Optimization exercise on an open flow, not production practice. RTL: at most simulated, not proved equivalent. Function not checked: runs 1, 2 and 6. Power: default activity.

[flow/design.v]
package wmms_pkg;
  localparam int SAMPLE_BITS = 12;
  localparam int NUM_CH      = 5;
  localparam int CH_W        = 3;
  localparam int SUM_W       = 28;
  localparam int CNT_W       = 16;
  localparam int CFG_IDX_W   = 2;
  localparam int CFG_DATA_W  = 16;
endpackage
module multichannel_window_min_max_sum (
  input  logic                                  clk,
  input  logic                                  rst,
  input  logic                                  in_valid,
  output logic                                  in_stall,
  input  logic [wmms_pkg::SAMPLE_BITS-1:0]      current_sample,
  input  logic [wmms_pkg::SAMPLE_BITS-1:0]      voltage_sample,
  input  logic [wmms_pkg::SAMPLE_BITS-1:0]      reference_sample,
  input  logic [wmms_pkg::SAMPLE_BITS-1:0]      temperature_sample,
  output logic                                  out_valid,
  input  logic                                  out_stall,
  output logic [wmms_pkg::CH_W-1:0]             channel,
  output logic [wmms_pkg::SUM_W-1:0]            window_sum,
  output logic [wmms_pkg::SAMPLE_BITS-1:0]      window_max,
  output logic [wmms_pkg::SAMPLE_BITS-1:0]      window_min,
  output logic [wmms_pkg::CNT_W-1:0]            scan_total,
  output logic                                  last,
  input  logic                                  cfg_valid,
  output logic                                  cfg_ready,
  input  logic [wmms_pkg::CFG_IDX_W-1:0]        cfg_index,
  input  logic [wmms_pkg::CFG_DATA_W-1:0]       cfg_data
);
  logic [15:0] win_len;
  logic [11:0] offset;
  assign cfg_ready  = 1'b1;
  assign scan_total = win_len;
  always_ff @(posedge clk) begin
    if (rst) begin
      win_len <= 16'd1008;
      offset  <= 12'd0;
    end else if (cfg_valid) begin
      if (cfg_index == 2'd0) win_len <= (cfg_data == 16'd0) ? 16'd1 : cfg_data;
      if (cfg_index == 2'd1) offset  <= cfg_data[11:0];
    end
  end
  logic        adv;
  logic [11:0] in_corr [4];
  logic [11:0] raw     [4];
  logic [15:0] rem;           
  logic        in_first;      
  logic        in_close;
  logic        accept;
  logic        sk_v, sk_close, sk_first;
  logic [11:0] sk_d [4];
  logic        src_v, src_close, src_first, enter;
  logic [11:0] src_d [4];
  logic [2:0]  gap;           
  assign adv = !(out_valid && out_stall);
  assign raw[0] = current_sample;
  assign raw[1] = voltage_sample;
  assign raw[2] = reference_sample;
  assign raw[3] = temperature_sample;
  always_comb begin
    for (int k = 0; k < 4; k++) begin
      logic [12:0] d;
      d = {1'b0, raw[k]} - {1'b0, offset};
      in_corr[k] = d[12] ? 12'd0 : d[11:0];
    end
  end
  assign in_stall = sk_v;
  assign accept   = in_valid && !sk_v;
  assign in_close = (rem == 16'd1);
  assign src_v     = sk_v || accept;
  assign src_close = sk_v ? sk_close : in_close;
  assign src_first = sk_v ? sk_first : in_first;
  always_comb begin
    for (int k = 0; k < 4; k++) src_d[k] = sk_v ? sk_d[k] : in_corr[k];
  end
  assign enter = adv && src_v && (!src_close || gap[2]);
  always_ff @(posedge clk) begin
    if (rst) begin
      rem      <= 16'd1008;
      in_first <= 1'b1;
      sk_v     <= 1'b0;
      gap      <= 3'd4;
    end else begin
      if (cfg_valid && cfg_index == 2'd0) begin
        rem <= (cfg_data == 16'd0) ? 16'd1 : cfg_data;
      end else if (accept) begin
        rem <= in_close ? win_len : rem - 16'd1;
      end
      if (accept) in_first <= in_close;
      if (sk_v) begin
        if (enter) sk_v <= 1'b0;
      end else if (accept && !enter) begin
        sk_v <= 1'b1;
      end
      if (adv) begin
        if (enter && src_close) gap <= 3'd0;
        else if (!gap[2])       gap <= gap + 3'd1;
      end
    end
  end
  always_ff @(posedge clk) begin
    if (!sk_v) begin
      sk_close <= in_close;
      sk_first <= in_first;
      for (int k = 0; k < 4; k++) sk_d[k] <= in_corr[k];
    end
  end
  logic [5:0]  p_v;
  logic [5:0]  p_cl;
  logic [4:0]  p_fi;
  logic [11:0] p0_d [4];      
  logic [11:0] p1_d [3];      
  logic [11:0] p2_d [2];      
  logic [11:0] p3_d;          
  logic [11:0] p1_t, p2_t, p3_t;
  logic        p1_s, p2_s, p3_s;
  logic [11:0] p1_c0, p2_c0, p3_c0;
  logic [5:0]  p2_v1;         
  logic [2:0]  p3_v1;         
  logic [11:0] p4_pw;
  logic [14:0] m1, m2, m3;
  logic [15:0] m4;
  assign m1 = p0_d[0] * p0_d[1][2:0];
  assign m2 = {3'd0, p1_t} + p1_c0 * p1_d[0][5:3];
  assign m3 = {3'd0, p2_t} + p2_c0 * p2_v1[2:0];
  assign m4 = {4'd0, p3_t} + p3_c0 * p3_v1 + {15'd0, p3_s};
  always_ff @(posedge clk) begin
    if (rst) begin
      p_v <= '0;
    end else if (adv) begin
      p_v <= {p_v[4:0], enter};
    end
  end
  always_ff @(posedge clk) begin
    if (adv) begin
      p_cl  <= {p_cl[4:0], src_close};
      p_fi  <= {p_fi[3:0], src_first};
      for (int k = 0; k < 4; k++) p0_d[k] <= src_d[k];
      for (int k = 0; k < 3; k++) p1_d[k] <= p0_d[k+1];
      for (int k = 0; k < 2; k++) p2_d[k] <= p1_d[k+1];
      p3_d  <= p2_d[1];
      p1_t  <= m1[14:3];
      p1_s  <= (m1[2:0] != 3'd0);
      p1_c0 <= p0_d[0];
      p2_t  <= m2[14:3];
      p2_s  <= p1_s || (m2[2:0] != 3'd0);
      p2_c0 <= p1_c0;
      p2_v1 <= p1_d[0][11:6];
      p3_t  <= m3[14:3];
      p3_s  <= p2_s || (m3[2:0] != 3'd0);
      p3_c0 <= p2_c0;
      p3_v1 <= p2_v1[5:3];
      p4_pw <= m4[14:3];
    end
  end
  logic [11:0] acc_in [5];
  logic [27:0] a_sum [5];
  logic [11:0] a_max [5];
  logic [11:0] a_min [5];
  assign acc_in[0] = p0_d[0];
  assign acc_in[1] = p1_d[0];
  assign acc_in[2] = p2_d[0];
  assign acc_in[3] = p3_d;
  assign acc_in[4] = p4_pw;
  always_ff @(posedge clk) begin
    for (int c = 0; c < 5; c++) begin
      if (adv && p_v[c]) begin
        if (p_fi[c]) begin
          a_sum[c] <= {16'd0, acc_in[c]};
          a_max[c] <= acc_in[c];
          a_min[c] <= acc_in[c];
        end else begin
          a_sum[c] <= a_sum[c] + {16'd0, acc_in[c]};
          if (acc_in[c] > a_max[c]) a_max[c] <= acc_in[c];
          if (acc_in[c] < a_min[c]) a_min[c] <= acc_in[c];
        end
      end
    end
  end
  logic [4:0] sel;
  always_comb begin
    for (int c = 0; c < 5; c++) sel[c] = p_v[c+1] && p_cl[c+1];
  end
  always_ff @(posedge clk) begin
    if (rst) begin
      out_valid <= 1'b0;
    end else if (adv) begin
      out_valid <= |sel;
    end
  end
  always_ff @(posedge clk) begin
    if (adv) begin
      channel    <= {sel[4], sel[2] | sel[3], sel[1] | sel[3]};
      last       <= sel[4];
      window_sum <= '0;
      window_max <= '0;
      window_min <= '0;
      for (int c = 0; c < 5; c++) begin
        if (sel[c]) begin
          window_sum <= a_sum[c];
          window_max <= a_max[c];
          window_min <= a_min[c];
        end
      end
    end
  end
endmodule
[flow/run.sh]
#!/bin/bash
# synth_recipe.tcl (not shown) runs the flow's synth.tcl, then flattens the netlist and writes it again
# the make line also repeats each setting of config.mk as NAME=value (left out here)
make -C /OpenROAD-flow-scripts/flow DESIGN_CONFIG=/design/flow/config.mk WORK_HOME=/design/flow/orfs CLKGATE_MAP_FILE= SYNTH_SCRIPT=/design/flow/synth_recipe.tcl finish
[flow/config.mk]
export PLATFORM = sky130hd
export DESIGN_NAME = multichannel_window_min_max_sum
export DESIGN_NICKNAME = multichannel_window_min_max_sum
export VERILOG_FILES = /design/flow/design.v
export SDC_FILE = /design/flow/constraint.sdc
export NUM_CORES = 4
export LEC_CHECK = 0
export CAP_MARGIN = 20
export CORE_MARGIN = 2
export CORE_UTILIZATION = 40
export SETUP_SLACK_MARGIN = 5
export SLEW_MARGIN = 20
[flow/constraint.sdc]
create_clock -name core_clock -period 8.0 [get_ports {clk}]
set_input_delay 1.6000 -clock core_clock [delete_from_list [all_inputs] [get_ports {clk}]]
set_output_delay 1.6000 -clock core_clock [all_outputs]
set_load 0.01 [all_outputs]
==> results of run 1 <==
critical path: stages, from the launching register on:
cell and delay [ns]:
edfxtp_1 0.49, and2_4 0.19, fa_1 0.52, inv_1 0.05, fa_1 0.49, inv_2 0.05
ha_4 0.21, a21o_1 0.18, a21oi_2 0.15, nor4b_4 0.26, or3_4 0.20, a21oi_4 0.06
or3_1 0.32, xor2_1 0.16
registers in the layout (all words and copies together) (netlist names), 16 cells and up:
name	flops
p1_d	36
window_sum	28
p2_d	24
sk_d	48
win_len	16
p0_d	48
a_max	60
a_min	60
a_sum	140
rem	16
through the flow:
| stage | cell area [um^2] | hold WS (ns) | cells | worst slack [ns] | power [mW] |
|---|---|---|---|---|---|
| 4_1_cts | 44800 | 0.415 | 4992 | 4.41 | 11.2 |
| 3_5_place_dp | 40700 | 0.405 | 4757 | 3.02 | 7.32 |
| 6_report | 46100 | 0.416 | 5066 | 4.41 | 11.5 |
| 3_3_place_gp | 40700 | 0.401 | 4757 | 3.04 | 7.27 |
| 5_1_grt | 46100 | 0.422 | 5066 | 4.29 | 12.1 |
| 2_1_floorplan | 38100 | 0.400 | 3463 | 4.02 | 6.60 |
cell type report:
class | instances | area, um^2
repair inverters | 4 | 51.3
fillers | 8343 | 47100
inverters | 377 | 1500
repair buffers | 326 | 3070
multi-input cells | 2323 | 19000
clock inverters | 44 | 586
clock buffers | 90 | 1980
well taps | 1254 | 1570
flip-flops and latches | 648 | 18400
cell families (layout without fill, tap and decap cells):
family / after synthesis / in the layout / synth area share
AOI/OAI and AO/OA: 868 / 873 / 0.154
xor gates and xnor gates: 152 / 152 / 0.0355
adders and majority gates: 378 / 378 / 0.142
buffers and inverters: 502 / 841 / 0.0512
DFF: 648 / 648 / 0.490
muxes: 37 / 37 / 0.0109
other: 1 / 1 / 0.0000999
and+or+nand+nor: 877 / 882 / 0.116
routing by layer:
| metal | up-vias | wire, um |
|---|---|---|
| met5 | - | 0 |
| met2 | 687 | 44100 |
| met3 | 132 | 4960 |
| met1 | 12900 | 45400 |
| li1 | 13200 | - |
| met4 | 0 | 2240 |
cell usage in the layout, fill, tap and decap left out, types with 18 or more instances in the layout:
cell type        count
or3_1               30
inv_1              355
dfxtp_1            104
and2_4              23
a21oi_1            194
ha_4                41
xnor2_1             72
a21o_1              61
a211oi_1            57
nand2b_1            18
and3_1              26
o21a_1              65
nand3_1             35
fa_1                73
o21ai_0            142
nand2_1            229
nor2b_1             30
clkbuf_16           77
nand4_1             36
ha_1               246
dlygate4sd2_1       90
buf_4              135
nor3_1              67
a221oi_1            61
and2_1              90
a21oi_2             29
clkdlybuf4s50_1     44
o211ai_1            20
o21ai_2             21
edfxtp_1           542
a22o_1              45
buf_6               29
xor2_1              78
nor2_1             192
power by group:
| part | total [mW] | internal (mW) | switching (mW) |
|---|---|---|---|
| Combinational | 3.33 | 1.60 | 1.74 |
| Sequential | 4.56 | 4.20 | 0.369 |
| Clock | 3.60 | 2.17 | 1.43 |
| Total | 11.5 | 7.96 | 3.53 |
worst paths after layout:
| kind | startpoint | to | slack (ns) |
|---|---|---|---|
| hold reg to reg | p0_d[1][7]$_DFFE_PN_ | p1_d[0][7]$_DFFE_PN_ | 0.42 |
| setup reg to reg | p3_v1[0]$_DFFE_PN_ | p4_pw[10]$_DFFE_PN_ | 4.41 |
| setup / recovery | p3_v1[0]$_DFFE_PN_ | p4_pw[10]$_DFFE_PN_ | 4.41 |
| hold / removal | p0_d[1][7]$_DFFE_PN_ | p1_d[0][7]$_DFFE_PN_ | 0.42 |
what timing repair did:
item,4_1_cts,5_1_grt
resized for setup,277,155
buffers inserted,88,68
pin swaps,89,106
hold buffers,0,0
setup endpoints to repair,659,248
gates cloned,13,4
==> results.txt, run 1 <==
- The worst setup path is of the register to register kind.
- Counting along the longest clock path gives a buffer depth of 3.
- The first TritonRoute pass finished after 5 iterations.
- The final layout contains routed wiring with a total length of 96.7 mm.
- The global-route met1 utilization is 0.285.
- The first global-routing pass estimated 147 mm of wire.
- The share of synthesized area in the top cell type comes to 0.433.
- The initial antenna violation count is 1.
- After the first detailed-routing iteration, the DRC count stood at 1986.
- For this run, the register share of the synthesized area comes to 0.490.
- The startpoint kind of the worst setup timing path is a register.
- The required time of the critical path is 8.35 ns.
- The routed layout has 26900 vias.
- The synthesized design contains 648 register bits.
- The setup TNS after final layout is 0 ns.
- In the synthesized netlist, the cells that appear most often are edfxtp_1 (542), inv_1 (376), ha_1 (296).
- The slew of the pin with the lowest slew margin is 1.02 ns.
- The netlist uses 87 different library cells.
- The fraction of registers with async set/reset is 0.
- After floorplanning, the core was divided into 112 placement rows.
- The share of cells above drive strength 1 is 0.164.
- Headroom to the max-slew limit came out at 0.305.
- The net total in the final layout is 4202.
- The die outline height is 310 um.
- The depth of the worst register-to-register path is 13.
- The most used routing layer is met2.
- The worst hold path belongs to the class register to register.
- CTS built an H-tree with a depth of 3.
- The overall routing resource usage is 0.196.
- For this run, design rule violations remaining after detail routing come to 0.
- The HPWL after detailed placement is 64.9 mm.
- The instance count of the mapped netlist is 3463.
- In this run the tool buffered the top-level ports with 144 buffer cells.
- The initial standard-cell utilization of the core is 0.403.
- In this run the worst path has a maximum fanout of 4.
- Relative to the synthesized area, the layout overhead comes to 22.8%.
- The tree is rooted in a clkbuf_16.
- Power spread over the standard cell area amounts to 249 nW/um^2.
- The post-CTS clock slew at the launch and capture registers of the worst setup and hold paths is 0.07 ns.
- The worst path needs 3.59 ns of the cycle, external delays included.
- The post-layout utilization of the core is 0.495.
- The via count of the first global-routing pass is 25600.
- For this run, global-route usage on met2 was measured as 0.311.
- The final-report hold violation count is 0.
- The max-slew violation total from the final report was 0.
- The final count of negative-setup-slack endpoints is 0.
- Using the TritonRoute via totals, the vias-per-cell ratio works out to 5.31.
- Entering global routing, the biggest net connects 99 pins.
- In this run, CTS created clock tree buffers numbering 73.
- For the worst-skew pair, the clock arrives at the later sink with an insertion delay of 0.63 ns.
- The kind of end point of the critical path is a register.
- TritonCTS built the clock tree.
- CTS saw 648 sinks.
- The I/O pin total is 146.
- The analysis attributes to cell leakage a power of 19.0 nW.
- The floorplan step set the die width to 310 um.
- IR analysis of the VDD net gives a maximum drop of 0.166 mV.
- During synthesis, Yosys emitted a total of 12 warnings.
- The number of enable flip-flop cells after synthesis is 542.
- The remaining global-route overflow is 0.
- For this run, the leading register cell type out of synthesis is edfxtp_1.
- The worst hold path stage count is 0.
- Synthesis produced a netlist with a net count of 3912.
- The global routing usage on met3 is 0.0253.
- At the worst endpoint, the arrival time is 3.94 ns.
- The average cell area after synthesis is 10.8 um^2.
- The most instantiated library cell after synthesis is edfxtp_1.
- The share of the clock period used by the worst path is 0.449.
- The area enclosed by the die boundary is 96300 um^2.
- edfxtp_1 takes more of the synthesized area than any other cell.
- The run finished with no timing, DRC or antenna violations.
- Dividing the detail-routed wire length by the instance count gives 19.1 um.
- Setup repair after global routing could not meet its margin everywhere.
- Max-cap violations in this run came to 0.
- The area of the mapped netlist is 37600 um^2.
- Yosys attributes the largest share of cell area to edfxtp_1 (43%), ha_1 (9.9%), dfxtp_1 (5.7%).
- The floorplan step defined a core boundary enclosing 93200 um^2.
- The placer's final routability congestion estimate is 0.848.
- The remaining antenna violation count is 0.
- For this run, the top clock speed supported by timing is 278 MHz.
- The clock tree skew after final layout is 0.0428 ns.
- 0 antenna diodes ended up in the layout.
==> run 2: changes to the inputs <==
--- a/flow/config.mk
+++ b/flow/config.mk
@@ -8,5 +8,5 @@
 export CAP_MARGIN = 20
 export CORE_MARGIN = 2
 export CORE_UTILIZATION = 40
-export SETUP_SLACK_MARGIN = 5
+export SETUP_SLACK_MARGIN = 4.6
 export SLEW_MARGIN = 20
==> run 2 against run 1 <==
Combinational power fell by 5%. Total power is 4.0% lower. Die area is the same. Clock power is 8.3% lower. Largest cell class is now sequential cells. Largest power group unchanged. Setup slack better by 0.041 ns. Sequential power is essentially flat. Worst hold slack lost 0.0089 ns. Maximum frequency grew 1.2%. Cell count is 1.8% lower. Critical path depth did not move.
==> results.txt, run 2 <==
- The commonest cells after synthesis are edfxtp_1 (542), inv_1 (376), ha_1 (296).
- The die covers 96300 um^2.
- The type of the worst setup path is register to register.
- The instance count of the mapped netlist is 3463.
- The register name with the most flops is a_sum.
- The number of nets produced by synthesis is 3912.
- The required time of the critical path is 8.36 ns.
- The initial standard-cell utilization of the core is 0.403.
- The switching part of the total power is 0.311.
- In the routed design, unresolved DRC markers number 0.
- The maximum fanout along the worst path is 4.
- Among all flip-flop cells after synthesis, the most frequent one is edfxtp_1.
- The number of synthesis warnings is 12.
- Summed over all instances, the cell type with the most area after synthesis is edfxtp_1.
- The setup TNS after final layout is 0 ns.
- The average cell area after synthesis is 10.8 um^2.
- The register with the most flip-flops in the layout has 140 of them.
- The run finished with no timing, DRC or antenna violations.
- The remaining antenna violation count is 0.
- Summing all flip-flop and latch instances after layout gives 18400 um^2.
- The overall routing resource usage is 0.191.
- For the worst-skew pair, the clock arrives at the later sink with an insertion delay of 0.64 ns.
- The library cells used most frequently in the layout, excluding fill and tap cells, are edfxtp_1 (542), inv_1 (360), ha_1 (271).
- The max-slew violation total from the final report is 0.
- Clock tree synthesis found a total of 648 sinks.
- The type of the tightest min-delay check is register to register.
- The first global-routing pass estimated 143 mm of wire.
- The number of optimization iterations in the first detailed-route pass is 5.
- The total inserted antenna cells is 0.
- The number of enable flip-flop cells after synthesis is 542.
- The placer's final routability congestion estimate is 0.832.
- Of the total power, combinational logic draws 0.287.
- The share of cells above drive strength 1 is 0.111.
- After filler insertion, the fill cell instance count of the layout stands at 8605.
- The clock tree skew after final layout is 0.0314 ns.
- Setup violations remaining at the end of the flow were counted as 0.
- The share of synthesized area in the top cell type comes to 0.433.
- Data on the critical path arrives at its endpoint at 3.91 ns.
- Across the run, the number of max-cap violations was 0.
- The total of buffers placed on input and output ports is 144.
- The area occupied by multi-input gates is 18100 um^2.
- The first routing iteration left 2169 violations.
- The area of the mapped netlist is 37600 um^2.
- edfxtp_1 is the most common cell in the netlist.
- Compared with the post-synthesis result, the final layout area differs by 17.9%.
- The net count of the finished layout is 4108.
- Sorting the synthesized cells by area gives the leading types as edfxtp_1 (43%), ha_1 (9.9%), dfxtp_1 (5.7%).
- TritonCTS built the clock tree.
- Clock tree synthesis inserted a total of 74 buffers.
- Setup repair after global routing could not meet its margin everywhere.
- The maximum number of buffers from clock root to sink is 3.
- Buffers inserted to repair hold after CTS numbered 0.
- The HPWL reported at the end of detailed placement is 64.9 mm.
- The portion of total power attributed to the clock network is 0.299.
- The post-route minimum period is 3.55 ns.
- The die is 310 um tall.
- The highest attainable clock frequency is 282 MHz.
- The proportion of synthesized chip area in sequential cells is 0.490.
- After synthesis, the share of flip-flops with an asynchronous set or reset is 0.
- Entering global routing, the biggest net connects 90 pins.
- The number of H-tree branching levels is 3.
- Wires add up to 92.5 mm.
- The number of distinct standard cells referenced by the synthesized netlist is 87.
- Row generation in the floorplan step produced 112 rows.
- Hold timing on the final database bottoms out at a slack of 0.407 ns.
- The post-layout utilization of the core is 0.475.
- The final-report hold violation count is 0.
- The most frequent standard cell in the layout excluding fill and tap cells is edfxtp_1.
- The width of the die is 310 um.
- The largest registers in the layout are a_sum (140), a_max (60), a_min (60).
- The worst setup path is captured at a register.
- The proportion of power drawn by flip-flops and latches is 0.414.
- The via count of the first global-routing pass is 25300.
- Across all layers, the routed design uses 26400 vias.
- IR analysis of the VDD net gives a maximum drop of 0.160 mV.
- At the pin with the least slew margin, the transition time is 1.03 ns.
- The buffer type at the clock tree root is clkbuf_16.
- The I/O pin total is 146.
- Using the TritonRoute via totals, the vias-per-cell ratio works out to 5.31.
- In this run the standard cell core region covers 93200 um^2.
- The number of register bits inferred by synthesis is 648.
- The internal power summed over all cells is 7.60 mW.
- The power density over the cells is 249 nW/um^2.
- The analysis attributes to net switching a power of 3.43 mW.
- The initial antenna violation count is 0.
- The wire length per cell is 18.6 um.
- The relative slew slack is 0.315.
- Clock-pin slew was measured on the worst setup and hold paths at 0.06 ns.
- The startpoint kind of the worst setup timing path is a register.
- The leakage component of the power is 17.9 nW.
- The remaining global-route overflow is 0.
- The share of the clock period used by the worst path is 0.444.
==> run 2: path summary, 6_finish.rpt <==
kind                              from                   end  slack [ns]  cells after the start
setup reg to reg    p3_v1[1]$_DFFE_PN_   p4_pw[10]$_DFFE_PN_        4.45                     13
hold reg to reg   p0_d[1][3]$_DFFE_PN_  p1_d[0][3]$_DFFE_PN_        0.41                      0
setup / recovery    p3_v1[1]$_DFFE_PN_   p4_pw[10]$_DFFE_PN_        4.45                     13
hold / removal    p0_d[1][3]$_DFFE_PN_  p1_d[0][3]$_DFFE_PN_        0.41                      0
==> run 2: layout make-up <==
cell class	count	share of cell area
flip-flops and latches	648	0.416
multi-input cells	2317	0.410
repair buffers	239	0.0517
clock buffers	98	0.0462
well taps	1254	0.0354
inverters	377	0.0338
clock inverters	38	0.00712
repair inverters	2	0.000537
==> run 2: layer usage <==
layer | global-route usage | wire length (um) | vias up
met2 | 0.298 | 41400 | 633
met5 | 0 | 0 | -
met3 | 0.0223 | 4700 | 123
met1 | 0.282 | 44400 | 12700
met4 | 0.0484 | 1970 | 0
li1 | - | - | 13000
==> run 2: per-stage QoR <==
step	cells	total power, mW	cell area [um^2]	worst slack [ns]
2_1_floorplan	3463	6.59	38100	4.02
3_3_place_gp	4759	7.28	40700	3.16
3_5_place_dp	4759	7.33	40700	3.12
4_1_cts	4958	10.9	43800	4.43
5_1_grt	4973	11.7	44300	4.29
6_report	4973	11.0	44300	4.45
==> run 2: cell families after synthesis <==
| logic type | share of synthesized area |
|---|---|
| and+or+nand+nor | 0.116 |
| AOI/OAI and AO/OA | 0.154 |
| DFF | 0.490 |
| buffers and inverters | 0.0512 |
| adders and majority gates | 0.142 |
| xor gates and xnor gates | 0.0355 |
| muxes | 0.0109 |
| other | 0.0000999 |
==> run 2: power by group through the flow <==
| stage | clock [mW] | combinational [mW] | sequential (mW) |
|---|---|---|---|
| floorplan | 0 | 2.16 | 4.43 |
| CTS | 3.38 | 2.99 | 4.56 |
| global placement | 0 | 2.63 | 4.66 |
| finish | 3.30 | 3.17 | 4.56 |
| global route | 3.49 | 3.58 | 4.60 |
| detailed placement | 0 | 2.67 | 4.66 |
==> run 2: what timing repair did <==
| item | 4_1_cts | 5_1_grt |
|---|---|---|
| resized for setup | 70 | 75 |
| setup buffers | 59 | 12 |
| cloned | 4 | 3 |
| pin swaps | 39 | 45 |
| endpoints found under the setup margin | 416 | 145 |
==> run 2: critical path, stage by stage, from the launching register on <==
cell and delay [ns]:
edfxtp_1 0.49, buf_4 0.19, nand2_1 0.07, fa_1 0.44, fa_1 0.51, inv_1 0.05
ha_1 0.21, a21o_1 0.21, a21oi_2 0.14, nor4b_4 0.24, or3_4 0.20, a21oi_4 0.06
or3_1 0.32, xor2_1 0.16
==> run 3: changes to the inputs <==
--- a/flow/design.v
+++ b/flow/design.v
@@ -114,18 +114,14 @@
   logic [11:0] p1_d [3];      
   logic [11:0] p2_d [2];      
   logic [11:0] p3_d;          
-  logic [11:0] p1_t, p2_t, p3_t;
-  logic        p1_s, p2_s, p3_s;
-  logic [11:0] p1_c0, p2_c0, p3_c0;
-  logic [5:0]  p2_v1;         
-  logic [2:0]  p3_v1;         
-  logic [11:0] p4_pw;
-  logic [14:0] m1, m2, m3;
-  logic [15:0] m4;
-  assign m1 = p0_d[0] * p0_d[1][2:0];
-  assign m2 = {3'd0, p1_t} + p1_c0 * p1_d[0][5:3];
-  assign m3 = {3'd0, p2_t} + p2_c0 * p2_v1[2:0];
-  assign m4 = {4'd0, p3_t} + p3_c0 * p3_v1 + {15'd0, p3_s};
+  logic [17:0] p1_ph;         
+  logic [11:0] p1_pl;         
+  logic        p1_pc;         
+  logic [11:0] p2_pw, p3_pw, p4_pw;
+  logic [17:0] pl_full;
+  logic [17:0] pw_sum;
+  assign pl_full = p0_d[0] * p0_d[1][5:0];
+  assign pw_sum  = p1_ph + {6'd0, p1_pl} + 18'd7 + {17'd0, p1_pc};
   always_ff @(posedge clk) begin
     if (rst) begin
       p_v <= '0;
@@ -141,18 +137,12 @@
       for (int k = 0; k < 3; k++) p1_d[k] <= p0_d[k+1];
       for (int k = 0; k < 2; k++) p2_d[k] <= p1_d[k+1];
       p3_d  <= p2_d[1];
-      p1_t  <= m1[14:3];
-      p1_s  <= (m1[2:0] != 3'd0);
-      p1_c0 <= p0_d[0];
-      p2_t  <= m2[14:3];
-      p2_s  <= p1_s || (m2[2:0] != 3'd0);
-      p2_c0 <= p1_c0;
-      p2_v1 <= p1_d[0][11:6];
-      p3_t  <= m3[14:3];
-      p3_s  <= p2_s || (m3[2:0] != 3'd0);
-      p3_c0 <= p2_c0;
-      p3_v1 <= p2_v1[5:3];
-      p4_pw <= m4[14:3];
+      p1_ph <= p0_d[0] * p0_d[1][11:6];
+      p1_pl <= pl_full[17:6];
+      p1_pc <= (pl_full[5:0] != 6'd0);
+      p2_pw <= pw_sum[17:6];
+      p3_pw <= p2_pw;
+      p4_pw <= p3_pw;
     end
   end
   logic [11:0] acc_in [5];
--- a/flow/config.mk
+++ b/flow/config.mk
@@ -8,5 +8,4 @@
 export CAP_MARGIN = 20
 export CORE_MARGIN = 2
 export CORE_UTILIZATION = 40
-export SETUP_SLACK_MARGIN = 4.6
 export SLEW_MARGIN = 20
==> run 3 against run 2 <==
Count of clock-buffer cells in the layout fell by 12. Sequential share of layout area rose by 0.78 points. Register-to-register slack got worse by 1.3 ns. Setup slack got worse by 1.3 ns. Cell count fell by 5.3%. Maximum frequency fell by 27%. Utilization fell by 1.4 points. Synthesized area fell by 3.5%. Combinational power fell by 14%. Non-clock buffer count fell by 66. Total power fell by 4.2%.
==> results.txt, run 3 <==
- The flow ran to the end and the layout has no timing, DRC or antenna violations.
- The portion of netlist area occupied by mux cells is 0.00842.
- The number of synthesis warnings is 12.
- The area fraction in and, or, nand and nor cells after synthesis is 0.117.
- The routed via count is 25200.
- The post-CTS clock slew at the launch and capture registers of the worst setup and hold paths is 0.07 ns.
- Of the total synthesized cell area, the portion taken by XOR and XNOR cells is 0.0399.
- The final routed DRC violation total is 0.
- STA puts the critical path data required time at 8.36 ns.
- By area the synthesized netlist is led by edfxtp_1 (43%), ha_1 (10%), dfxtp_1 (5.9%).
- The buffer type at the clock tree root is clkbuf_16.
- Traced cell by cell, the critical path runs through and2_1, fa_1, inv_1, fa_1, fa_1, inv_1, ha_1, a21o_1, a21oi_1, o21ai_0, a311oi_1, o21ai_0, a21oi_1, xnor2_1.
- By count the netlist is led by edfxtp_1 (513), inv_1 (323), ha_1 (302).
- The initial antenna violation count is 1.
- The post-detailed-routing wire length is 87.9 mm.
- The worst setup path is launched from a register.
- Buffers added to address setup during post-CTS repair amount to 0.
- In this run the worst path has a maximum fanout of 18.
- The area inside the core boundary is 89900 um^2.
- The max-slew violation total from the final report was 0.
- Synthesis produced a netlist with a net count of 3819.
- CTS built an H-tree with a depth of 3.
- After layout, the minimum clock period comes to 4.88 ns.
- The area enclosed by the die boundary is 93000 um^2.
- The area of the mapped netlist is 36200 um^2.
- The adder-cell area share of the yosys netlist is 0.155.
- The complex-gate fraction of the synthesized area is 0.149.
- Routability-driven placement finished with a final weighted congestion of 0.848.
- The proportion of synthesized chip area in sequential cells is 0.484.
- The number of optimization iterations in the first detailed-route pass is 5.
- Adding up every negative setup slack in the final design gives 0 ns.
- The final-report hold violation count is 0.
- In the layout the commonest cells are edfxtp_1 (513), inv_1 (323), ha_1 (302).
- The source-to-sink clock delay at the later pin of the worst-skew pair is 0.62 ns.
- The detail route stage leaves a number of antenna-violating nets equal to 0.
- Yosys mapped a number of flops with a built-in enable equal to 513.
- The net total in the final layout is 3938.
- The wire length per cell is 18.7 um.
- In the final layout, the share of cells above drive strength 1 is 0.0527.
- The peak ir drop on the vdd network is 0.161 mV.
- The register with the most flip-flops in the layout has 140 of them.
- The number of gates given a new drive strength after cts is 0.
- TritonCTS built the clock tree.
- The repair_antennas step left the layout with diodes totalling 0.
- Setup violations remaining at the end of the flow were counted as 0.
- Across every metal layer, demand over resource in global routing totals 0.187.
- In this run, synthesis produced a sequential element count of 619.
- For this run, asynchronously set or reset flops after synthesis account for 0.
- The worst setup path is captured at a register.
- The cell that appears most often on the critical path is fa_1.
- Among all stages on the critical path, the largest delay is contributed by edfxtp_1.
- The first global-routing pass estimated 138 mm of wire.
- On the worst path, the slowest cell contributes a delay of 0.67 ns.
- The most instantiated library cell after synthesis is edfxtp_1.
- The per-cell via count in the routed design is 5.35.
- The area growth from synthesis to layout is 14.2%.
- In this run the tool buffered the top-level ports with 144 buffer cells.
- The category of cells accounting for the largest share of critical-path delay is adder cells.
- The worst hold path startpoint is p0_d[2][10]$_DFFE_PN_.
- Entering global routing, the biggest net connects 166 pins.
- The highest attainable clock frequency is 205 MHz.
- Max-cap violations in this run came to 0.
- The register name with the most flops is a_sum.
- The largest area contributor in the synthesized netlist is edfxtp_1.
- The area fraction of the dominant cell type after synthesis is 0.425.
- Summed over all layers, the global routing overflow is 0.
- The maximum number of buffers from clock root to sink is 3.
- Setup repair after global routing left no endpoint under its margin.
- Summing internal, switching and leakage power gives 10.6 mW.
- The number of distinct standard cells referenced by the synthesized netlist is 73.
- The number of DRC markers after the initial detailed-route iteration is 1571.
- The launch point of the worst reg-to-reg path is p0_d[0][5]$_DFFE_PN_.
- In this run the worst setup path begins at p0_d[0][5]$_DFFE_PN_.
- In this run the horizontal extent of the chip is 305 um.
- The worst pin sits at a relative slew slack of 0.269.
- The HPWL reported at the end of detailed placement is 63.3 mm.
- For the final database, setup skew stands at 0.0253 ns.
- The instance count of the mapped netlist is 3355.
- The main combinational cell family by area after synthesis is adder cells.
- The largest registers in the layout are a_sum (140), a_max (60), a_min (60).
- The signal arrival time at the worst endpoint is 5.24 ns.
- In the finished design, the share of the clock period the worst path needs comes to 0.611.
- The most used flip-flop cell after synthesis is edfxtp_1.
- The type of the tightest min-delay check is register to register.
- The average cell area after synthesis is 10.8 um^2.
- Row generation in the floorplan step produced 110 rows.
- Including well taps, the total number of placed cells is 4576.
- The clock buffer count from CTS is 71.
- The critical path in this run is classified as register to register.
- The die is 305 um tall.
- The number of buffers inserted for hold repair after clock tree synthesis is 0.
- The via count of the first global-routing pass is 24600.
- In the post-route analysis, the smallest setup slack over all paths is 3.12 ns.
- The leakage component of the power is 16.8 nW.
- The count of cells in the finished layout, fillers not included, comes to 4708.
- The worst-case setup slack after placement is 3.06 ns.
- During I/O placement, the number of pins put on the boundary was 146.
- The slew of the pin with the lowest slew margin is 1.10 ns.
- For this configuration, the core starts out at a cell density of 0.403.
- The power density over the cells is 255 nW/um^2.
- The total number of clock tree sinks is 619.
- The total buffers and inverters traversed by the critical path is 2.
- The library cell used most frequently in the layout, excluding fill and tap cells, is edfxtp_1.
==> run 3: cell count changes after synthesis, sizes merged, moves of 10 or more <==
cell	before	now
inv	376	324
edfxtp	542	513
o21a	66	39
a211oi	62	84
and2	115	133
xnor2	73	87
a21o	61	48
nand4	37	24
o21ai	176	189
nor2b	41	29
or4	14	3
a221oi	63	53
a311oi	13	3
==> run 3: logic make-up (layout without fill, tap and decap cells) <==
group | Yosys count | count (layout)
AO/OA/AOI/OAI | 834 | 834
XOR/XNOR | 165 | 165
adder cells (fa/ha/maj) | 393 | 393
buffers and inverters | 451 | 628
flip-flops | 619 | 619
multiplexers | 29 | 29
other | 1 | 1
AND/OR/NAND/NOR | 863 | 863
==> run 3: final timing paths <==
| path | to | slack (ns) | cells past startpoint |
|---|---|---|---|
| setup / recovery | p1_pl[11]$_DFFE_PN_ | 3.12 | 14 |
| hold / removal | p1_d[1][10]$_DFFE_PN_ | 0.41 | 0 |
| setup reg to reg | p1_pl[11]$_DFFE_PN_ | 3.12 | 14 |
| hold reg to reg | p1_d[1][10]$_DFFE_PN_ | 0.41 | 0 |
==> run 3: area by class of cell <==
| type | instances | area, um^2 |
|---|---|---|
| fillers | 8381 | 48500 |
| flip-flops and latches | 619 | 17500 |
| multi-input cells | 2285 | 17000 |
| clock buffers | 86 | 1920 |
| repair buffers | 173 | 1680 |
| well taps | 1176 | 1470 |
| inverters | 324 | 1220 |
| clock inverters | 45 | 547 |
==> run 3: report_power, final <==
group,switching (mW),internal [mW]
clock,1.37,2.05
sequential,0.374,4.04
combinational,1.58,1.16
total,3.32,7.25
==> run 3: layer usage <==
| layer | up-vias | track usage | part of all wire |
|---|---|---|---|
| met5 | - | 0 | 0 |
| met3 | 129 | 0.0224 | 0.033 |
| met2 | 486 | 0.315 | 0.48 |
| met1 | 12200 | 0.253 | 0.45 |
| li1 | 12400 | - | - |
| met4 | 0 | 0.0569 | 0.028 |
==> run 3: through the flow <==
stage	utilization	cell area [um^2]	hold WS, ns
finish	0.461	41400	0.411
global route	0.461	41400	0.420
CTS	0.460	41400	0.412
detailed placement	0.433	38900	0.405
global placement	0.433	38900	0.400
floorplan	-	36200	0.400
Testbench counts of run 3, summed over its fixed seeds: cycles 49,965, scans 49,741.
==> run 4: changes to the inputs <==
--- a/flow/design.v
+++ b/flow/design.v
@@ -54,6 +54,7 @@
   logic        src_v, src_close, src_first, enter;
   logic [11:0] src_d [4];
   logic [2:0]  gap;           
+  logic        gap_ok;
   assign adv = !(out_valid && out_stall);
   assign raw[0] = current_sample;
   assign raw[1] = voltage_sample;
@@ -75,13 +76,14 @@
   always_comb begin
     for (int k = 0; k < 4; k++) src_d[k] = sk_v ? sk_d[k] : in_corr[k];
   end
-  assign enter = adv && src_v && (!src_close || gap[2]);
+  assign gap_ok = (gap == 3'd5);
+  assign enter = adv && src_v && (!src_close || gap_ok);
   always_ff @(posedge clk) begin
     if (rst) begin
       rem      <= 16'd1008;
       in_first <= 1'b1;
       sk_v     <= 1'b0;
-      gap      <= 3'd4;
+      gap      <= 3'd5;
     end else begin
       if (cfg_valid && cfg_index == 2'd0) begin
         rem <= (cfg_data == 16'd0) ? 16'd1 : cfg_data;
@@ -96,7 +98,7 @@
       end
       if (adv) begin
         if (enter && src_close) gap <= 3'd0;
-        else if (!gap[2])       gap <= gap + 3'd1;
+        else if (!gap_ok)       gap <= gap + 3'd1;
       end
     end
   end
@@ -107,42 +109,73 @@
       for (int k = 0; k < 4; k++) sk_d[k] <= in_corr[k];
     end
   end
-  logic [5:0]  p_v;
-  logic [5:0]  p_cl;
-  logic [4:0]  p_fi;
+  logic [6:0]  p_v;
+  logic [6:0]  p_cl;
+  logic [5:0]  p_fi;
   logic [11:0] p0_d [4];      
   logic [11:0] p1_d [3];      
   logic [11:0] p2_d [2];      
   logic [11:0] p3_d;          
-  logic [17:0] p1_ph;         
-  logic [11:0] p1_pl;         
-  logic        p1_pc;         
-  logic [11:0] p2_pw, p3_pw, p4_pw;
-  logic [17:0] pl_full;
-  logic [17:0] pw_sum;
-  assign pl_full = p0_d[0] * p0_d[1][5:0];
-  assign pw_sum  = p1_ph + {6'd0, p1_pl} + 18'd7 + {17'd0, p1_pc};
+  logic [11:0] p1_ms, p1_mc, p2_ms, p2_mc, p3_ms, p3_mc, p4_ms, p4_mc;
+  logic        p1_mk, p2_mk, p3_mk, p4_mk;
+  logic        p1_s, p2_s, p3_s;
+  logic [11:0] p1_c0, p2_c0, p3_c0;
+  logic [5:0]  p2_v1;         
+  logic [2:0]  p3_v1;         
+  logic [11:0] p5_pw;
+  function automatic logic [25:0] mstep(logic [11:0] ms, logic [11:0] mc,
+                                        logic mk, logic cin2,
+                                        logic [11:0] x, logic [2:0] g);
+    logic [14:0] r0, r1, r2, r3, r4, r5;
+    logic [14:0] s1, c1, s2, c2, s3, c3;
+    logic [3:0]  lo;
+    r0 = {3'd0, ms};
+    r1 = {3'd0, mc};
+    r2 = {3'd0, x & {12{g[0]}}};
+    r3 = {2'd0, x & {12{g[1]}}, cin2};
+    r4 = {1'd0, x & {12{g[2]}}, 1'b0, mk};
+    s1 = r0 ^ r1 ^ r2;
+    c1 = {(r0 & r1) | (r0 & r2) | (r1 & r2), 1'b0};
+    s2 = s1 ^ c1 ^ r3;
+    c2 = {(s1 & c1) | (s1 & r3) | (c1 & r3), 1'b0};
+    s3 = s2 ^ c2 ^ r4;
+    c3 = {(s2 & c2) | (s2 & r4) | (c2 & r4), 1'b0};
+    lo = {1'b0, s3[2:0]} + {1'b0, c3[2:0]};
+    mstep = {s3[14:3], c3[14:3], lo[3], (lo[2:0] != 3'd0)};
+  endfunction
+  logic [25:0] ma, mb, mc, md;
+  assign ma = mstep(12'd0, 12'd0, 1'b0, 1'b0, p0_d[0], p0_d[1][2:0]);
+  assign mb = mstep(p1_ms, p1_mc, p1_mk, 1'b0, p1_c0, p1_d[0][5:3]);
+  assign mc = mstep(p2_ms, p2_mc, p2_mk, 1'b0, p2_c0, p2_v1[2:0]);
+  assign md = mstep(p3_ms, p3_mc, p3_mk, p3_s, p3_c0, p3_v1);
   always_ff @(posedge clk) begin
     if (rst) begin
       p_v <= '0;
     end else if (adv) begin
-      p_v <= {p_v[4:0], enter};
+      p_v <= {p_v[5:0], enter};
     end
   end
   always_ff @(posedge clk) begin
     if (adv) begin
-      p_cl  <= {p_cl[4:0], src_close};
-      p_fi  <= {p_fi[3:0], src_first};
+      p_cl  <= {p_cl[5:0], src_close};
+      p_fi  <= {p_fi[4:0], src_first};
       for (int k = 0; k < 4; k++) p0_d[k] <= src_d[k];
       for (int k = 0; k < 3; k++) p1_d[k] <= p0_d[k+1];
       for (int k = 0; k < 2; k++) p2_d[k] <= p1_d[k+1];
       p3_d  <= p2_d[1];
-      p1_ph <= p0_d[0] * p0_d[1][11:6];
-      p1_pl <= pl_full[17:6];
-      p1_pc <= (pl_full[5:0] != 6'd0);
-      p2_pw <= pw_sum[17:6];
-      p3_pw <= p2_pw;
-      p4_pw <= p3_pw;
+      {p1_ms, p1_mc, p1_mk} <= ma[25:1];
+      p1_s  <= ma[0];
+      p1_c0 <= p0_d[0];
+      {p2_ms, p2_mc, p2_mk} <= mb[25:1];
+      p2_s  <= p1_s || mb[0];
+      p2_c0 <= p1_c0;
+      p2_v1 <= p1_d[0][11:6];
+      {p3_ms, p3_mc, p3_mk} <= mc[25:1];
+      p3_s  <= p2_s || mc[0];
+      p3_c0 <= p2_c0;
+      p3_v1 <= p2_v1[5:3];
+      {p4_ms, p4_mc, p4_mk} <= md[25:1];
+      p5_pw <= p4_ms + p4_mc + {11'd0, p4_mk};
     end
   end
   logic [11:0] acc_in [5];
@@ -153,11 +186,11 @@
   assign acc_in[1] = p1_d[0];
   assign acc_in[2] = p2_d[0];
   assign acc_in[3] = p3_d;
-  assign acc_in[4] = p4_pw;
+  assign acc_in[4] = p5_pw;
   always_ff @(posedge clk) begin
     for (int c = 0; c < 5; c++) begin
-      if (adv && p_v[c]) begin
-        if (p_fi[c]) begin
+      if (adv && p_v[(c == 4) ? 5 : c]) begin
+        if (p_fi[(c == 4) ? 5 : c]) begin
           a_sum[c] <= {16'd0, acc_in[c]};
           a_max[c] <= acc_in[c];
           a_min[c] <= acc_in[c];
@@ -171,7 +204,8 @@
   end
   logic [4:0] sel;
   always_comb begin
-    for (int c = 0; c < 5; c++) sel[c] = p_v[c+1] && p_cl[c+1];
+    for (int c = 0; c < 4; c++) sel[c] = p_v[c+1] && p_cl[c+1];
+    sel[4] = p_v[6] && p_cl[6];
   end
   always_ff @(posedge clk) begin
     if (rst) begin
--- a/flow/config.mk
+++ b/flow/config.mk
@@ -8,4 +8,5 @@
 export CAP_MARGIN = 20
 export CORE_MARGIN = 2
 export CORE_UTILIZATION = 40
+export SETUP_SLACK_MARGIN = 5.0
 export SLEW_MARGIN = 20
==> run 4 against run 3 <==
Global-route usage grew 0.92 points. Combinational power shrank 3%. Sequential power grew 14%. Cell count grew 5.3%. Worst hold slack gained 0.0066 ns. Synthesized cell count grew 0.83%. Flip-flop and latch count grew 85. Critical path depth shrank 1. Die area grew 6.7%.
==> results.txt, run 4 <==
- The flow ran to the end and the layout has no timing, DRC or antenna violations.
- The total of buffers placed on input and output ports is 144.
- The max-slew violation total from the final report is 0.
- Dividing the synthesized area by the synthesized cell count gives 11.4 um^2.
- The critical path contains buffers and inverters numbering 5 combined.
- Dividing the detail-routed wire length by the instance count gives 19.8 um.
- The total area inside the core boundary comes to 96300 um^2.
- The type of the worst setup path is primary input to register.
- After routing, the total negative slack on setup checks comes to 0 ns.
- From left edge to right edge, the die measures 315 um.
- The final routed DRC violation total is 0.
- The post-route minimum period is 3.24 ns.
- Setup repair after global routing could not meet its margin everywhere.
- For this configuration, the core starts out at a cell density of 0.402.
- Pin placement for this block handled 146 I/O pins.
- In this run the worst hold path is classified as register to register.
- The first detailed-routing pass ran for 6 iterations.
- The slowest cell on the critical path is fa_2.
- The synthesized design contains 704 register bits.
- The largest stage delay on the critical path is 0.35 ns.
- Detailed routing inserted a total of 26900 vias.
- The number of distinct standard cells referenced by the synthesized netlist is 85.
- From synthesis to final layout, the design area changed by 20.7%.
- The library cells used most frequently in the layout, excluding fill and tap cells, are edfxtp_1 (597), inv_1 (300), nand2_1 (268).
- The worst-case setup slack after placement is 3.17 ns.
- The number of synthesis warnings is 12.
- Setup slack closes at 4.76 ns.
- Dividing the detail-routed via count by the number of cells gives 5.42.
- The clock buffer count from CTS is 81.
- The commonest cells after synthesis are edfxtp_1 (597), inv_1 (317), nand2_1 (273).
- The number of antenna diodes in the final layout is 0.
- The peak ir drop on the vdd network is 0.182 mV.
- The HPWL reported at the end of detailed placement is 66.9 mm.
- In this run the worst path has a maximum fanout of 6.
- The placement row count is 114.
- The final count of negative-setup-slack endpoints is 0.
- The total power is 11.4 mW.
- The via count of the first global-routing pass is 26100.
- The kind of end point of the critical path is a register.
- Summed over all layers, the global routing overflow is 0.
- Dividing the final minimum period by the clock period gives 0.405.
- The startpoint identified for the worst register-to-register timing path is offset[0]$_SDFFE_PP0P_.
- The register with the most flip-flops in the layout has 140 of them.
- The final layout contains 4057 nets.
- The final-report hold violation count was 0.
- The category of cells accounting for the largest share of critical-path delay is compound AO/OA/AOI/OAI gates.
- Of the synthesized area, sequential elements account for 0.519.
- In the synthesized netlist, the number of instances is 3383.
- The number of H-tree branching levels is 3.
- Yosys attributes the largest share of cell area to edfxtp_1 (46%), ha_1 (8.0%), fa_1 (6.3%).
- The largest registers in the layout are a_sum (140), a_max (60), a_min (60).
- Walking the worst path, the cells encountered are buf_8, inv_12, ha_4, inv_2, fa_2, a211oi_2, o21bai_2, o41ai_2, buf_4, o31a_1, buf_6, nor2_4, a22o_1.
- The share of synthesized area in the top cell type comes to 0.463.
- Synthesis produced a netlist with a net count of 3823.
- The area enclosed by the die boundary is 99200 um^2.
- The slew of the pin with the lowest slew margin is 0.986 ns.
- In this run the worst setup path begins at current_sample[0].
- The cell area that synthesis handed to floorplanning was 38700 um^2.
- After clock tree synthesis, the clock-pin slew on the worst setup and hold paths is 0.06 ns.
- For the worst setup path, the data arrival time is 3.64 ns.
- The library cell used most frequently in the layout, excluding fill and tap cells, is edfxtp_1.
- The first global-routing pass estimated 152 mm of wire.
- The number of DRC markers after the initial detailed-route iteration is 2333.
- The placer's final routability congestion estimate is 0.840.
- Yosys instantiated no cell more often than edfxtp_1.
- The die outline height is 315 um.
- The post-layout utilization of the core is 0.485.
- The post-detailed-routing wire length is 98.1 mm.
- The number of enable flip-flop cells after synthesis is 597.
- After synthesis, the share of flip-flops with an asynchronous set or reset is 0.
- The total number of clock tree sinks is 704.
- The clock tree skew after final layout is 0.0330 ns.
- Entering global routing, the biggest net connects 86 pins.
- The detail route stage leaves a number of antenna-violating nets equal to 0.
- The number of buffers inserted for hold repair after clock tree synthesis is 0.
- Of the cells placed in the final design, the portion with a size suffix greater than 1 is 0.127.
- At the worst endpoint, the required time is 8.39 ns.
- The largest area contributor in the synthesized netlist is edfxtp_1.
- The register with the most flip-flops in the final layout is a_sum.
- The power density over the cells is 245 nW/um^2.
- The highest attainable clock frequency is 308 MHz.
- Clock tree synthesis selected as its root buffer the cell clkbuf_16.
- The startpoint kind of the worst setup timing path is a primary input.
- The leakage component of the power is 18.8 nW.
- The worst hold slack is 0.417 ns.
- The maximum number of buffers from clock root to sink is 3.
- The worst hold path begins at p0_d[2][1]$_DFFE_PN_.
- TritonCTS built the clock tree.
- The tool flagged a number of max-cap violations equal to 0.
- The relative slew slack is 0.343.
- Across every metal layer, demand over resource in global routing totals 0.197.
- The initial antenna violation count is 1.
- The source-to-sink clock delay at the later pin of the worst-skew pair is 0.64 ns.
- The most used flip-flop cell after synthesis is edfxtp_1.
[run 4: changes by cell type in the layout (fill, tap and decap cells not counted), moves of 42 or more]
| cell | delta |
|---|---|
| buf_4 | +72 |
| clkdlybuf4s50_1 | -101 |
| dlygate4sd2_1 | +84 |
| edfxtp_1 | +84 |
| ha_1 | -89 |
| o21ai_0 | -76 |
| o21ai_1 | +42 |
[run 4: path summary, 6_finish.rpt]
kind | end | slack [ns] | cells after the start
max reg2reg | p0_d[0][9]$_DFFE_PN_ | 4.94 | 11
min | p1_d[1][1]$_DFFE_PN_ | 0.42 | 0
min reg2reg | p1_d[1][1]$_DFFE_PN_ | 0.42 | 0
max | p0_d[0][9]$_DFFE_PN_ | 4.76 | 13
[run 4: cell type report]
class                   instances  area, um^2
fillers                      8657       49600
well taps                    1276        1600
inverters                     317        1270
clock buffers                 108        2200
repair inverters                7        53.8
clock inverters                40         518
repair buffers                270        2620
multi-input cells            2236       18300
flip-flops and latches        704       20100
[run 4: metrics by stage]
step | area, um^2 | cells
floorplan | 39300 | 3383
global placement | 42000 | 4706
detailed placement | 42100 | 4707
CTS | 46300 | 4940
global route | 46700 | 4958
finish | 46700 | 4958
[run 4: where the power goes]
part / internal (mW) / leakage (nW) / switching [mW]
combinational: 1.17 / 10.3 / 1.49
sequential: 4.62 / 7.17 / 0.414
clock: 2.18 / 1.32 / 1.55
total: 7.97 / 18.8 / 3.46
[run 4: layer usage]
metal  track usage  routed length (um)  vias up
met1         0.285               45900    13100
met3        0.0241                4940      157
met4        0.0516                2570        0
met5             0                   0        -
met2         0.311               44700      729
li1              -                   -    12900
[run 4: timing repair]
item,in CTS,in global routing
pin swaps,49,38
cloned,15,1
setup endpoints to repair,704,163
buffers inserted,70,17
resized for setup,261,56
[run 4: cells by family after synthesis]
logic type / count (synthesis) / share of synthesized area
xor+xnor: 97 / 0.0220
fa+ha+maj: 369 / 0.143
flops: 704 / 0.519
simple gates: 879 / 0.114
mux: 44 / 0.0128
buf+inv: 446 / 0.0439
other cells: 1 / 0.0000969
compound gates: 843 / 0.146
[run 4: worst register-to-register path: cells and delay by family (launching register included)]
kind,cells,cell delay [ns]
buffers and inverters,3,0.33
AOI/OAI and AO/OA,5,1.03
and+or+nand+nor,1,0.04
adders and majority gates,2,0.62
DFF,1,0.79
Testbench counts of run 4, summed over its fixed seeds: cycles 49,997, scans 49,741.
==> run 5: changes to the inputs <==
--- a/flow/config.mk
+++ b/flow/config.mk
@@ -8,5 +8,5 @@
 export CAP_MARGIN = 20
 export CORE_MARGIN = 2
 export CORE_UTILIZATION = 40
-export SETUP_SLACK_MARGIN = 5.0
+export SETUP_SLACK_MARGIN = 4.8
 export SLEW_MARGIN = 20
==> run 5 against run 4 <==
Total power is 1.8% lower. Flip-flop and latch count stayed put. Clock skew is 0.0037 ns higher. Combinational power is 5% lower.
==> results.txt, run 5 <==
- The share of total power dissipated in sequential elements is 0.448.
- The area enclosed by the die boundary is 99200 um^2.
- The number of max-cap violations is 0.
- The share of the Yosys chip area taken by registers is 0.519.
- Setup repair after global routing could not meet its margin everywhere.
- Routability-driven placement finished with a final weighted congestion of 0.869.
- Setup slack on the critical path of the routed design comes to 4.74 ns.
- The worst-case setup slack after placement is 3.18 ns.
- The total buffers and inverters traversed by the critical path is 5.
- The most instantiated library cell after synthesis is edfxtp_1.
- Hold repair after CTS inserted 0 buffers.
- The initial antenna violation count is 1.
- For this configuration, the core starts out at a cell density of 0.402.
- Of the total power, the share spent switching nets is 0.298.
- The TritonCTS clock tree is yes.
- The slew of the pin with the lowest slew margin is 1.04 ns.
- The area growth from synthesis to layout is 17.9%.
- The worst hold path stage count is 0.
- The overall routing resource usage is 0.187.
- Counting the buffers created by CTS gives 78.
- The worst setup path is captured at a register.
- Of the available clock period, the critical path in the final layout requires 0.407.
- The final count of negative-setup-slack endpoints is 0.
- The HPWL reported at the end of detailed placement is 66.0 mm.
- The remaining global-route overflow is 0.
- The total of buffers placed on input and output ports is 144.
- Ranked by total cell area, the synthesized netlist is headed by edfxtp_1 (46%), ha_1 (8.0%), fa_1 (6.3%).
- Counting cells, the worst reg-to-reg path comes to 7.
- Along the worst path, the maximum fanout reaches 6.
- The tightest min-delay check is of the register to register type.
- In this run the static leakage power is 18.1 nW.
- The required time of the critical path is 8.35 ns.
- The largest area contributor in the synthesized netlist is edfxtp_1.
- The final-report hold violation count is 0.
- Synthesis produced a netlist with a net count of 3823.
- The remaining antenna violation count is 0.
- Synthesis produced 3383 cells.
- In the final timing run, aggregate negative setup slack is 0 ns.
- The number of enable flip-flop cells after synthesis is 597.
- Sorting the synthesized cells by how often they occur yields edfxtp_1 (597), inv_1 (317), nand2_1 (273).
- The area of the mapped netlist is 38700 um^2.
- Before antenna repair, the detailed router went through 5 iterations.
- The max-slew violation total from the final report is 0.
- Among all stages on the critical path, the largest delay is contributed by fa_2.
- The highest attainable clock frequency is 307 MHz.
- The total inserted antenna cells is 0.
- The via count of the first global-routing pass is 25200.
- The buffer type at the clock tree root is clkbuf_16.
- The share of synthesized area in the top cell type comes to 0.463.
- The number of distinct standard cells referenced by the synthesized netlist is 85.
- Entering global routing, the biggest net connects 106 pins.
- The peak ir drop on the vdd network is 0.160 mV.
- The clock passes through at most 3 buffers.
- The die outline height is 315 um.
- The internal power summed over all cells is 7.87 mW.
- STA classifies the critical path startpoint as a primary input.
- The flow ran to the end and the layout has no timing, DRC or antenna violations.
- For this run, the post-layout net count is 4020.
- The flip-flop count of the largest register after layout is 140.
- The first routing iteration left 2002 violations.
- The width of the die is 315 um.
- The fraction of registers with async set/reset is 0.
- The clock tree skew after final layout is 0.0368 ns.
- The critical path crosses 12 cells after its start point.
- The first global-routing pass estimated 145 mm of wire.
- The signal on the critical path passes through buf_8, inv_12, ha_4, inv_2, fa_2, a211oi_4, o21bai_2, o41ai_2, buf_4, o31a_1, buf_6, o41ai_4.
- The power density over the cells is 246 nW/um^2.
- The total number of clock tree sinks is 704.
- The most used flip-flop cell after synthesis is edfxtp_1.
- The Yosys step of the flow raised 12 warnings.
- The core region is 96300 um^2.
- The routed via count is 26400.
- The category of cells accounting for the largest share of critical-path delay is compound AO/OA/AOI/OAI gates.
- The wire length per cell is 19.1 um.
- During I/O placement, the number of pins put on the boundary was 146.
- The worst setup path is of the primary input to register kind.
- Headroom to the max-slew limit came out at 0.307.
- The routed design could run at a clock period as short as 3.26 ns.
- The final routed DRC violation total is 0.
- The net switching power figure is 3.35 mW.
- The floorplan has 114 rows.
- The register name with the most flops is a_sum.
- The share of total power dissipated in the clock network is 0.327.
- The combinational share of power is 0.225.
- The largest registers in the layout are a_sum (140), a_max (60), a_min (60).
- The largest stage delay on the critical path is 0.39 ns.
- After synthesis the netlist holds a flip-flop and latch count of 704.
- Leaving out fill and tap cells, the most frequent cell in the layout is edfxtp_1.
- The source-to-sink clock delay at the later pin of the worst-skew pair is 0.65 ns.
- The H-tree was split into 3 levels.
- In the layout the commonest cells are edfxtp_1 (597), inv_1 (303), nand2_1 (269).
- The per-cell via count in the routed design is 5.36.
- The signal arrival time at the worst endpoint is 3.61 ns.
- Clock-pin slew was measured on the worst setup and hold paths at 0.06 ns.
- The share of cells above drive strength 1 is 0.105.
- A synthesized cell averages 11.4 um^2.
- The post-detailed-routing wire length is 93.8 mm.
[run 5: metal layers]
metal  track usage  part of all wire  vias up  wire [um]
met2         0.285              0.44      635      41400
met4        0.0448             0.022        0       2020
met1         0.280              0.48    12800      45400
met3        0.0289             0.053      130       4960
li1              -                 -    12800          -
met5             0                 0        -          0
[run 5: power by group through the flow]
stage | registers, mW | clock network [mW] | logic [mW]
6_report | 5.03 | 3.66 | 2.53
3_3_place_gp | 5.12 | 0 | 2.37
3_5_place_dp | 5.13 | 0 | 2.43
5_1_grt | 5.08 | 3.88 | 2.93
2_1_floorplan | 4.91 | 0 | 1.84
4_1_cts | 5.05 | 3.74 | 2.50
[run 5: metrics by stage]
stage	power (mW)	utilization	hold slack (ns)	cell area [um^2]	cells
3_5_place_dp	7.56	0.436	0.405	42000	4707
3_3_place_gp	7.49	0.436	0.402	42000	4707
4_1_cts	11.3	0.469	0.416	45100	4895
6_report	11.2	0.474	0.413	45600	4921
2_1_floorplan	6.75	-	0.400	39200	3383
5_1_grt	11.9	0.474	0.419	45600	4921
[run 5: worst reg2reg max path, cell delays in order (launching register included)]
cell and delay (ns):
dfxtp_1 0.49, and2_4 0.44, nor2_4 0.17, buf_4 0.30, a221oi_1 0.66, a211oi_1 0.17
a211oi_1 0.52, a21oi_1 0.08
[run 5: logic make-up after synthesis]
kind of cell	Yosys count	share of synthesized area
buffers and inverters	446	0.0439
other	1	0.0000969
flip-flops	704	0.519
AO/OA/AOI/OAI	843	0.146
multiplexers	44	0.0128
XOR/XNOR	97	0.0220
AND/OR/NAND/NOR	879	0.114
adder cells (fa/ha/maj)	369	0.143
[run 5: worst paths after layout]
check                             from                      end  slack, ns
setup reg to reg   p_v[2]$_SDFFE_PP0N_  window_max[5]$_DFFE_PN_       4.90
hold reg to reg   p0_d[2][5]$_DFFE_PN_     p1_d[1][5]$_DFFE_PN_       0.41
hold / removal    p0_d[2][5]$_DFFE_PN_     p1_d[1][5]$_DFFE_PN_       0.41
setup / recovery     voltage_sample[0]     p0_d[1][3]$_DFFE_PN_       4.74
[run 5: final cells by class]
cell class | count | area (um^2)
multi-input cells | 2237 | 17800
repair buffers | 237 | 2190
well taps | 1276 | 1600
flip-flops and latches | 704 | 20100
inverters | 317 | 1270
clock buffers | 103 | 2140
fillers | 8766 | 50700
repair inverters | 5 | 38.8
clock inverters | 42 | 485
[run 5: timing repair]
action | in CTS | in global routing
buffers inserted | 38 | 21
endpoints found under the setup margin | 653 | 281
gates resized for setup | 82 | 60
gates cloned | 5 | 4
pin swaps | 29 | 27
==> run 6: changes to the inputs <==
--- a/flow/design.v
+++ b/flow/design.v
@@ -31,19 +31,28 @@
 );
   logic [15:0] win_len;
   logic [11:0] offset;
+  logic [11:0] neg_off;       
+  logic        off_zero;
   assign cfg_ready  = 1'b1;
   assign scan_total = win_len;
   always_ff @(posedge clk) begin
     if (rst) begin
       win_len <= 16'd1008;
       offset  <= 12'd0;
+      neg_off  <= 12'd0;
+      off_zero <= 1'b1;
     end else if (cfg_valid) begin
       if (cfg_index == 2'd0) win_len <= (cfg_data == 16'd0) ? 16'd1 : cfg_data;
-      if (cfg_index == 2'd1) offset  <= cfg_data[11:0];
+      if (cfg_index == 2'd1) begin
+        offset   <= cfg_data[11:0];
+        neg_off  <= 12'd0 - cfg_data[11:0];
+        off_zero <= (cfg_data[11:0] == 12'd0);
+      end
     end
   end
   logic        adv;
-  logic [11:0] in_corr [4];
+  logic [11:0] in_corr [4];    
+  logic [3:0]  in_ok;           
   logic [11:0] raw     [4];
   logic [15:0] rem;           
   logic        in_first;      
@@ -51,8 +60,10 @@
   logic        accept;
   logic        sk_v, sk_close, sk_first;
   logic [11:0] sk_d [4];
+  logic [3:0]  sk_ok;
   logic        src_v, src_close, src_first, enter;
   logic [11:0] src_d [4];
+  logic [3:0]  src_ok;
   logic [2:0]  gap;           
   logic        gap_ok;
   assign adv = !(out_valid && out_stall);
@@ -63,8 +74,9 @@
   always_comb begin
     for (int k = 0; k < 4; k++) begin
       logic [12:0] d;
-      d = {1'b0, raw[k]} - {1'b0, offset};
-      in_corr[k] = d[12] ? 12'd0 : d[11:0];
+      d = {1'b0, raw[k]} + {1'b0, neg_off};
+      in_corr[k] = d[11:0];
+      in_ok[k]   = d[12] || off_zero;
     end
   end
   assign in_stall = sk_v;
@@ -75,6 +87,7 @@
   assign src_first = sk_v ? sk_first : in_first;
   always_comb begin
     for (int k = 0; k < 4; k++) src_d[k] = sk_v ? sk_d[k] : in_corr[k];
+    src_ok = sk_v ? sk_ok : in_ok;
   end
   assign gap_ok = (gap == 3'd5);
   assign enter = adv && src_v && (!src_close || gap_ok);
@@ -106,12 +119,15 @@
     if (!sk_v) begin
       sk_close <= in_close;
       sk_first <= in_first;
+      sk_ok    <= in_ok;
       for (int k = 0; k < 4; k++) sk_d[k] <= in_corr[k];
     end
   end
   logic [6:0]  p_v;
   logic [6:0]  p_cl;
   logic [5:0]  p_fi;
+  logic [11:0] p0_r [4];      
+  logic [3:0]  p0_ok;
   logic [11:0] p0_d [4];      
   logic [11:0] p1_d [3];      
   logic [11:0] p2_d [2];      
@@ -143,6 +159,9 @@
     lo = {1'b0, s3[2:0]} + {1'b0, c3[2:0]};
     mstep = {s3[14:3], c3[14:3], lo[3], (lo[2:0] != 3'd0)};
   endfunction
+  always_comb begin
+    for (int k = 0; k < 4; k++) p0_d[k] = p0_r[k] & {12{p0_ok[k]}};
+  end
   logic [25:0] ma, mb, mc, md;
   assign ma = mstep(12'd0, 12'd0, 1'b0, 1'b0, p0_d[0], p0_d[1][2:0]);
   assign mb = mstep(p1_ms, p1_mc, p1_mk, 1'b0, p1_c0, p1_d[0][5:3]);
@@ -159,7 +178,8 @@
     if (adv) begin
       p_cl  <= {p_cl[5:0], src_close};
       p_fi  <= {p_fi[4:0], src_first};
-      for (int k = 0; k < 4; k++) p0_d[k] <= src_d[k];
+      for (int k = 0; k < 4; k++) p0_r[k] <= src_d[k];
+      p0_ok <= src_ok;
       for (int k = 0; k < 3; k++) p1_d[k] <= p0_d[k+1];
       for (int k = 0; k < 2; k++) p2_d[k] <= p1_d[k+1];
       p3_d  <= p2_d[1];
--- a/flow/config.mk
+++ b/flow/config.mk
@@ -8,5 +8,5 @@
 export CAP_MARGIN = 20
 export CORE_MARGIN = 2
 export CORE_UTILIZATION = 40
-export SETUP_SLACK_MARGIN = 4.8
+export SETUP_SLACK_MARGIN = 4.85
 export SLEW_MARGIN = 20
==> run 6 against run 5 <==
Still clean. Utilization grew 0.14 points. Synthesized cell count rose by 1.7%. Global-route usage grew 0.31 points. Clock power rose by 4%. Register-to-register slack better by 0.05 ns. Flip-flop and latch count increased by 9. Non-clock buffer count increased by 9. Via count shrank 0.61%. Largest power group unchanged.
==> results.txt, run 6 <==
- The largest area contributor in the synthesized netlist is edfxtp_1.
- The Yosys step of the flow raised 13 warnings.
- The highest attainable clock frequency is 319 MHz.
- Of the post-synthesis cell area, the dominant cell type holds 0.467.
- The total overflow left after global routing is 0.
- The total placed cells including tap cells is 4750.
- The cell area after layout is 45700 um^2.
- Leaving out fill and tap cells, the most frequent cell in the layout is edfxtp_1.
- Hold is met by 0.411 ns.
- The share of cells above drive strength 1 is 0.112.
- Setup violations remaining at the end of the flow were counted as 0.
- The proportion of synthesized chip area in sequential cells is 0.525.
- The launch point of the worst reg-to-reg path is p2_d[0][0]$_DFFE_PN_.
- The placer's final routability congestion estimate is 0.867.
- The post-CTS clock slew at the launch and capture registers of the worst setup and hold paths is 0.06 ns.
- The number of H-tree branching levels is 3.
- The clock tree skew after final layout is 0.0319 ns.
- On the critical path the largest part of the delay comes from compound AO/OA/AOI/OAI gates.
- Yosys attributes the largest share of cell area to edfxtp_1 (47%), ha_1 (7.5%), fa_1 (6.2%).
- The instance count of the mapped netlist is 3442.
- The via count of the first global-routing pass is 25400.
- The HPWL reported at the end of detailed placement is 66.5 mm.
- The register with the most flip-flops in the layout has 140 of them.
- The area inside the core boundary is 96300 um^2.
- The initial antenna violation count was 3.
- After layout, the design draws a total of 11.3 mW.
- TritonCTS created 80 clock buffers.
- 0 antenna diodes ended up in the layout.
- For flop-to-flop paths, the worst setup slack is 4.95 ns.
- In this run the most critical hold path is launched from p1_d[2][2]$_DFFE_PN_.
- The tightest min-delay check is of the register to register type.
- Of the available clock period, the critical path in the final layout requires 0.392.
- During I/O placement, the number of pins put on the boundary was 146.
- The worst hold path terminates at p2_d[1][2]$_DFFE_PN_.
- In the layout the commonest cells are edfxtp_1 (601), inv_1 (288), nand2_1 (283).
- The per-cell via count in the routed design is 5.26.
- The flow ran to the end and the layout has no timing, DRC or antenna violations.
- The area growth from synthesis to layout is 18.4%.
- The worst hold path stage count is 0.
- The most critical setup path has its startpoint at temperature_sample[0].
- The clock period could shrink to 3.14 ns.
- The maximum fanout along the worst path is 2.
- Counting flops with an async set or reset pin after synthesis yields a share of 0.
- For the final routed database, the setup TNS stands at 0 ns.
- After synthesis, the share of cell area in mux cells is 0.00981.
- The main combinational cell family by area after synthesis is adder cells.
- The slowest cell on the critical path is fa_2.
- The number of enable flip-flop cells after synthesis is 601.
- At the later pin of the worst-skew pair, clock insertion delay measures 0.64 ns.
==> run 6: cell types whose count changed after synthesis, sizes merged, moves of 23 or more <==
cell | before | now
o21a | 52 | 20
xor2 | 39 | 98
a211oi | 92 | 62
a21oi | 207 | 230
xnor2 | 58 | 85
o31ai | 55 | 9
nor2 | 169 | 271
==> run 6: power by group <==
group | internal, mW | total (mW) | switching [mW]
clock | 2.22 | 3.80 | 1.58
combinational | 1.07 | 2.44 | 1.37
sequential | 4.66 | 5.07 | 0.408
==> run 6: area by class of cell <==
| cell class | count | area, um^2 |
|---|---|---|
| clock inverters | 54 | 649 |
| inverters | 297 | 1150 |
| repair buffers | 246 | 2350 |
| flip-flops and latches | 713 | 20300 |
| well taps | 1276 | 1600 |
| clock buffers | 94 | 2090 |
| multi-input cells | 2297 | 17600 |
| repair inverters | 6 | 46.3 |
| fillers | 8696 | 50500 |
==> run 6: worst max-delay path by stage <==
stage	end	depth (start not counted)
after floorplan	a_min[1][0]$_DFFE_PP_	8
after global placement	rem[0]$_SDFFE_PP0P_	7
after detailed placement	a_min[1][2]$_DFFE_PP_	7
after CTS	p1_d[1][1]$_DFFE_PN_	4
after global routing	p0_r[0][8]$_DFFE_PN_	12
final	p0_r[3][8]$_DFFE_PN_	12
==> run 6: timing repair <==
item	CTS	global route
gates cloned	6	2
pin swaps	42	63
endpoints found under the setup margin	585	283
resized for setup	85	88
setup buffers	48	28
==> run 6: routing by layer <==
| layer | wire [um] | vias to the layer above | part of all wire | track usage |
|---|---|---|---|---|
| li1 | - | 12700 | - | - |
| met1 | 44100 | 12700 | 0.46 | 0.271 |
| met2 | 43000 | 678 | 0.45 | 0.303 |
| met3 | 5130 | 144 | 0.054 | 0.0278 |
| met4 | 2800 | 0 | 0.029 | 0.0535 |
| met5 | 0 | - | 0 | 0 |
==> run 6: kinds of logic after synthesis <==
| logic type | after synthesis |
|---|---|
| AND/OR/NAND/NOR | 995 |
| AO/OA/AOI/OAI | 727 |
| flip-flops | 713 |
| buffers and inverters | 433 |
| adder cells (fa/ha/maj) | 356 |
| XOR/XNOR | 183 |
| multiplexers | 34 |
| other | 1 |
==> run 6: worst register-to-register path, stage by stage, from the launching register on <==
cell	delay [ns]
edfxtp_1	0.47
ha_2	0.25
fa_1	0.41
a21o_1	0.21
a21oi_2	0.17
o21ai_0	0.12
a31oi_2	0.30
o21a_1	0.21
o22a_2	0.22
nand2b_1	0.14
mux2_2	0.33
